This is an optimization exercise on Yosys and OpenROAD, whose aim is small area and a short achievable clock period, not a production implementation. In this exercise RTL edits were held to simulation tests only and were not proved equivalent to the original. Power figures rest on the tool's default switching activity, not on a simulated workload.

==> 04-06 <==
## tetrisTop
module tetrisTop #(
    parameter int tickPeriod = 40
) (
    input  logic            clk,
    input  logic            rst_up,
    input  logic            left,
    input  logic            right,
    input  logic            fall,
    input  logic            isPause,
    input  tetrisPkg::addrT addr,
    output logic            isFinish,
    output logic            haveCube,
    output logic            flag
);
    logic         leftPulse;
    logic         rightPulse;
    logic         running;
    logic         tickReady;
    logic         tick;
    logic [199:0] settledBoard;
    logic [21:0]  pieceRows;
    logic [9:0]   pieceEven;
    logic [9:0]   pieceOdd;
    logic [7:0]   nextShape;
    assign flag = running;
    buttonSync buttons (
        .clk        (clk),
        .rst_up     (rst_up),
        .left       (left),
        .right      (right),
        .leftPulse  (leftPulse),
        .rightPulse (rightPulse)
    );
    gravityTimer #(
        .tickPeriod (tickPeriod)
    ) gravity (
        .clk       (clk),
        .rst_up    (rst_up),
        .running   (running),
        .fall      (fall),
        .tickReady (tickReady),
        .tick      (tick)
    );
    pieceController game (
        .clk          (clk),
        .rst_up       (rst_up),
        .isPause      (isPause),
        .tickReady    (tickReady),
        .leftPulse    (leftPulse),
        .rightPulse   (rightPulse),
        .running      (running),
        .isFinish     (isFinish),
        .settledBoard (settledBoard),
        .pieceRows    (pieceRows),
        .pieceEven    (pieceEven),
        .pieceOdd     (pieceOdd),
        .nextShape    (nextShape)
    );
    pixelLookup lookup (
        .clk          (clk),
        .rst_up       (rst_up),
        .addr         (addr),
        .settledBoard (settledBoard),
        .pieceRows    (pieceRows),
  ...
==> module gravityTimer, before the edit <==
module gravityTimer #(
    parameter int tickPeriod = 25_000_000
) (
    input  logic clk,
    input  logic rst_up,
    input  logic running,
    input  logic fall,
    output logic tickReady,
    output logic tick
);
    localparam int cntBits = $clog2(tickPeriod + 2);
    logic [cntBits-1:0] count;
    logic [cntBits-1:0] step;
    assign step = count + (fall ? cntBits'(2) : cntBits'(1));
    assign tickReady = (step >= cntBits'(tickPeriod));
    assign tick = running && tickReady;
    always_ff @(posedge clk) begin
        if (rst_up) begin
            count <= '0;
        end else if (tick) begin
            count <= '0;
        end else if (running) begin
            count <= step;
        end
    end
endmodule
==> module pixelLookup, before the edit <==
module pixelLookup (
    input  logic             clk,
    input  logic             rst_up,
    input  tetrisPkg::addrT  addr,
    input  logic [199:0]     settledBoard,
    input  logic [21:0]      pieceRows,
    input  logic [9:0]       pieceEven,
    input  logic [9:0]       pieceOdd,
    input  logic [7:0]       nextShape,
    output logic             haveCube
);
    logic [10:0] q;
    logic [5:0]  sum1;
    logic [4:0]  sum2;
    logic [2:0]  qMod5;
    logic [8:0]  pixel;
    logic [19:0] rowHot;
    logic [9:0]  colHot;
    logic [1:0]  previewRowHot;
    logic [3:0]  previewColHot;
    logic        pieceEvenHot;
    logic        pieceOddHot;
    logic        cube;
    assign q = addr[16:6];
    assign sum1 = 6'(q[3:0]) + 6'(q[7:4]) + 6'(q[10:8]);
    assign sum2 = 5'(sum1[3:0]) + 5'(sum1[5:4]);
    always_comb begin
        case (sum2)
            5'd0, 5'd5, 5'd10, 5'd15: qMod5 = 3'd0;
            5'd1, 5'd6, 5'd11, 5'd16: qMod5 = 3'd1;
            5'd2, 5'd7, 5'd12, 5'd17: qMod5 = 3'd2;
            5'd3, 5'd8, 5'd13:        qMod5 = 3'd3;
            default:                  qMod5 = 3'd4;
        endcase
    end
    assign pixel = {qMod5, addr[5:0]};
    always_comb begin
        for (int k = 0; k < 20; k++) begin
            rowHot[k] = (q >= 11'(50 + 75 * k)) && (q < 11'(125 + 75 * k));
        end
        for (int c = 0; c < 10; c++) begin
            colHot[c] = (pixel >= 9'(10 + 15 * c)) && (pixel < 9'(25 + 15 * c));
        end
        for (int k = 0; k < 2; k++) begin
            previewRowHot[k] = (q >= 11'(280 + 75 * k)) && (q < 11'(355 + 75 * k));
        end
        for (int c = 0; c < 4; c++) begin
            previewColHot[c] = (pixel >= 9'(212 + 15 * c)) && (pixel < 9'(227 + 15 * c));
        end
    end
    always_comb begin
        cube = 1'b0;
        pieceEvenHot = 1'b0;
        pieceOddHot = 1'b0;
        for (int k = 0; k < 20; k++) begin
            cube = cube | (rowHot[k] && (|(colHot & settledBoard[k*10 +: 10])));
            if (k % 2 == 0) begin
                pieceEvenHot = pieceEvenHot | (rowHot[k] && pieceRows[k]);
            end else begin
                pieceOddHot = pieceOddHot | (rowHot[k] && pieceRows[k]);
            end
        end
        cube = cube | (pieceEvenHot && (|(colHot & pieceEven)))
                    | (pieceOddHot && (|(colHot & pieceOdd)));
        for (int k = 0; k < 2; k++) begin
            cube = cube | (previewRowHot[k] && (|(previewColHot & nextShape[k*4 +: 4])));
        end
    end
    always_ff @(posedge clk) begin
        if (rst_up) begin
            haveCube <= 1'b0;
        end else begin
            haveCube <= cube;
        end
    end
endmodule
clock: 18.0 ns
lec_check: 0
cap_margin: 20
core_margin: 2
core_utilization: 40
slew_margin: 20
run.sh (not shown) runs the stock make flow with config.mk's settings and CLKGATE_MAP_FILE= SYNTH_SCRIPT=/design/flow/synth_recipe.tcl, a recipe that flattens the netlist after the stock synthesis.
==> 02-15 (differences from 04-06) <==
--- a/flow/design.v
+++ b/flow/design.v
@@ -77,3 +77,4 @@
     assign step = count + (fall ? cntBits'(2) : cntBits'(1));
-    assign tickReady = (step >= cntBits'(tickPeriod));
+    assign tickReady = fall ? (count >= cntBits'(tickPeriod - 2))
+                            : (count >= cntBits'(tickPeriod - 1));
     assign tick = running && tickReady;
@@ -260,6 +261,8 @@
     logic [10:0] q;
-    logic [5:0]  sum1;
-    logic [4:0]  sum2;
-    logic [2:0]  qMod5;
-    logic [8:0]  pixel;
+    logic [5:0]  lo;
+    logic [4:0]  res0;
+    logic [4:0]  res1;
+    logic [4:0]  res2;
+    logic [4:0]  res01;
+    logic [4:0]  qMod5;           
     logic [19:0] rowHot;
@@ -270,28 +273,59 @@
     logic        pieceOddHot;
+    logic [9:0]  rowBits;
     logic        cube;
     assign q = addr[16:6];
-    assign sum1 = 6'(q[3:0]) + 6'(q[7:4]) + 6'(q[10:8]);
-    assign sum2 = 5'(sum1[3:0]) + 5'(sum1[5:4]);
-    always_comb begin
-        case (sum2)
-            5'd0, 5'd5, 5'd10, 5'd15: qMod5 = 3'd0;
-            5'd1, 5'd6, 5'd11, 5'd16: qMod5 = 3'd1;
-            5'd2, 5'd7, 5'd12, 5'd17: qMod5 = 3'd2;
-            5'd3, 5'd8, 5'd13:        qMod5 = 3'd3;
-            default:                  qMod5 = 3'd4;
+    assign lo = addr[5:0];
+    function automatic logic [4:0] oneHotMod5(logic [3:0] v);
+        case (v)
+            4'd0, 4'd5, 4'd10, 4'd15: oneHotMod5 = 5'b00001;
+            4'd1, 4'd6, 4'd11:        oneHotMod5 = 5'b00010;
+            4'd2, 4'd7, 4'd12:        oneHotMod5 = 5'b00100;
+            4'd3, 4'd8, 4'd13:        oneHotMod5 = 5'b01000;
+            default:                  oneHotMod5 = 5'b10000;
         endcase
-    end
-    assign pixel = {qMod5, addr[5:0]};
+    endfunction
+    function automatic logic atLeast(logic [10:0] v, int k);
+        atLeast = 1'b1;
+        for (int i = 0; i < 11; i++) begin
+            if (((k >> i) & 1) != 0) begin
+                atLeast = v[i] & atLeast;
+            end else begin
+                atLeast = v[i] | atLeast;
+            end
+        end
+    endfunction
+    function automatic logic [4:0] addMod5(logic [4:0] a, logic [4:0] b);
+        addMod5 = '0;
+        for (int i = 0; i < 5; i++) begin
+            for (int j = 0; j < 5; j++) begin
+                addMod5[(i + j) % 5] = addMod5[(i + j) % 5] | (a[i] & b[j]);
+            end
+        end
+    endfunction
+    assign res0 = oneHotMod5(q[3:0]);
+    assign res1 = oneHotMod5(q[7:4]);
+    assign res2 = oneHotMod5({1'b0, q[10:8]});
+    assign res01 = addMod5(res0, res1);
+    assign qMod5 = addMod5(res01, res2);
+    function automatic logic pixelIn(logic [4:0] m, logic [5:0] l, int lower, int upper);
+        pixelIn = 1'b0;
+        for (int i = 0; i < 5; i++) begin
+            if (lower < 64 * (i + 1) && upper > 64 * i) begin
+                pixelIn = pixelIn | (m[i]
+                    && (int'(l) + 64 * i >= lower) && (int'(l) + 64 * i < upper));
+            end
+        end
+    endfunction
     always_comb begin
         for (int k = 0; k < 20; k++) begin
-            rowHot[k] = (q >= 11'(50 + 75 * k)) && (q < 11'(125 + 75 * k));
+            rowHot[k] = atLeast(q, 50 + 75 * k) && !atLeast(q, 125 + 75 * k);
         end
         for (int c = 0; c < 10; c++) begin
-            colHot[c] = (pixel >= 9'(10 + 15 * c)) && (pixel < 9'(25 + 15 * c));
+            colHot[c] = pixelIn(qMod5, lo, 10 + 15 * c, 25 + 15 * c);
         end
         for (int k = 0; k < 2; k++) begin
-            previewRowHot[k] = (q >= 11'(280 + 75 * k)) && (q < 11'(355 + 75 * k));
+            previewRowHot[k] = atLeast(q, 280 + 75 * k) && !atLeast(q, 355 + 75 * k);
         end
         for (int c = 0; c < 4; c++) begin
-            previewColHot[c] = (pixel >= 9'(212 + 15 * c)) && (pixel < 9'(227 + 15 * c));
+            previewColHot[c] = pixelIn(qMod5, lo, 212 + 15 * c, 227 + 15 * c);
         end
@@ -299,3 +333,3 @@
     always_comb begin
-        cube = 1'b0;
+        rowBits = '0;
         pieceEvenHot = 1'b0;
@@ -303,3 +337,3 @@
         for (int k = 0; k < 20; k++) begin
-            cube = cube | (rowHot[k] && (|(colHot & settledBoard[k*10 +: 10])));
+            rowBits = rowBits | ({10{rowHot[k]}} & settledBoard[k*10 +: 10]);
             if (k % 2 == 0) begin
@@ -310,4 +344,4 @@
         end
-        cube = cube | (pieceEvenHot && (|(colHot & pieceEven)))
-                    | (pieceOddHot && (|(colHot & pieceOdd)));
+        rowBits = rowBits | ({10{pieceEvenHot}} & pieceEven) | ({10{pieceOddHot}} & pieceOdd);
+        cube = |(colHot & rowBits);
         for (int k = 0; k < 2; k++) begin
==> comparison <==
02-15 went through all stages and came out clean. 04-06 finished clean. Of 04-06 and 02-15, 02-15 has the higher design area (gap 5.3%, measured against 02-15). Of 04-06 and 02-15, 04-06 has the higher global-route usage (gap 1.5 points). Against 02-15, the fmax of 04-06 is lower by about 17%. Utilization is about the same in 02-15 and 04-06. In 04-06 the critical path depth is higher than in 02-15, by 19. Between 04-06 and 02-15, the lower synthesized cell count is in 04-06 (gap 9.6%, measured against 02-15). Setup slack: 04-06 is lower than 02-15 (1.8 ns).
==> figures <==
quantity	02-15	04-06
Clock skew after layout	0.0179 ns	0.0321 ns
Sum of internal, switching and leakage power	1.27 mW	1.41 mW
Share of cell area taken by multi-input logic gates	56.7%	55.0%
Fraction of layout instances using a drive strength above 1	8.02%	8.58%
Dpl cell area	16,900 µm²	16,100 µm²
Finished Core Util	44.8%	44.8%
Run status	no timing/DRC/antenna violations	no timing/DRC/antenna violations
Leading cell type in the layout, fill and taps excluded	a21oi_1	inv_1
Core Area	39,800 µm²	37,800 µm²
Met2 wire len	30.4 mm	30.5 mm
Clock-pin slew reported for the worst setup and hold paths after clock tree synthesis	0.06 ns	0.07 ns
Slowest CP cell	clkdlybuf4s50_1	o311ai_0
Depth of the critical timing path with buffers and inverters included	3	22
Final worst slack	9.15 ns	7.30 ns
Via count	18,000	16,800
Maximum number of pins on one net before global-route repair	204	103

[static timing again, ports no longer ideal]
Ports are ideal in the flow. The routed layouts listed here were re-timed in OpenROAD.
Step 1: set_driving_cell puts a clkbuf_16 on clk and a buf_2 on each other input, an assumption about the parent block.
Step 2, shift: input delay + t, output delay - t, t = (earliest + latest rising clock arrival at the registers) / 2. This alone moves slack from input paths to output paths.
a / b / c = ideal / step 1 / step 2; a / b = the first two.
run	t (ns)	setup slack, ns	hold WS [ns]	worst register clock-pin slew, ns	cell pins on the clock port's net
04-06	0.619	7.300 / 7.330 / 6.711	0.442 / 0.442 / 0.442	0.07 / 0.07	1
02-15	0.631	9.149 / 9.127 / 8.655	0.461 / 0.461 / 0.461	0.08 / 0.08	1
After both steps every run listed still meets setup and hold. For 04-06, which loses most, drivers alone change the setup slack by +0.030 ns; drivers and shift together by -0.589 ns.
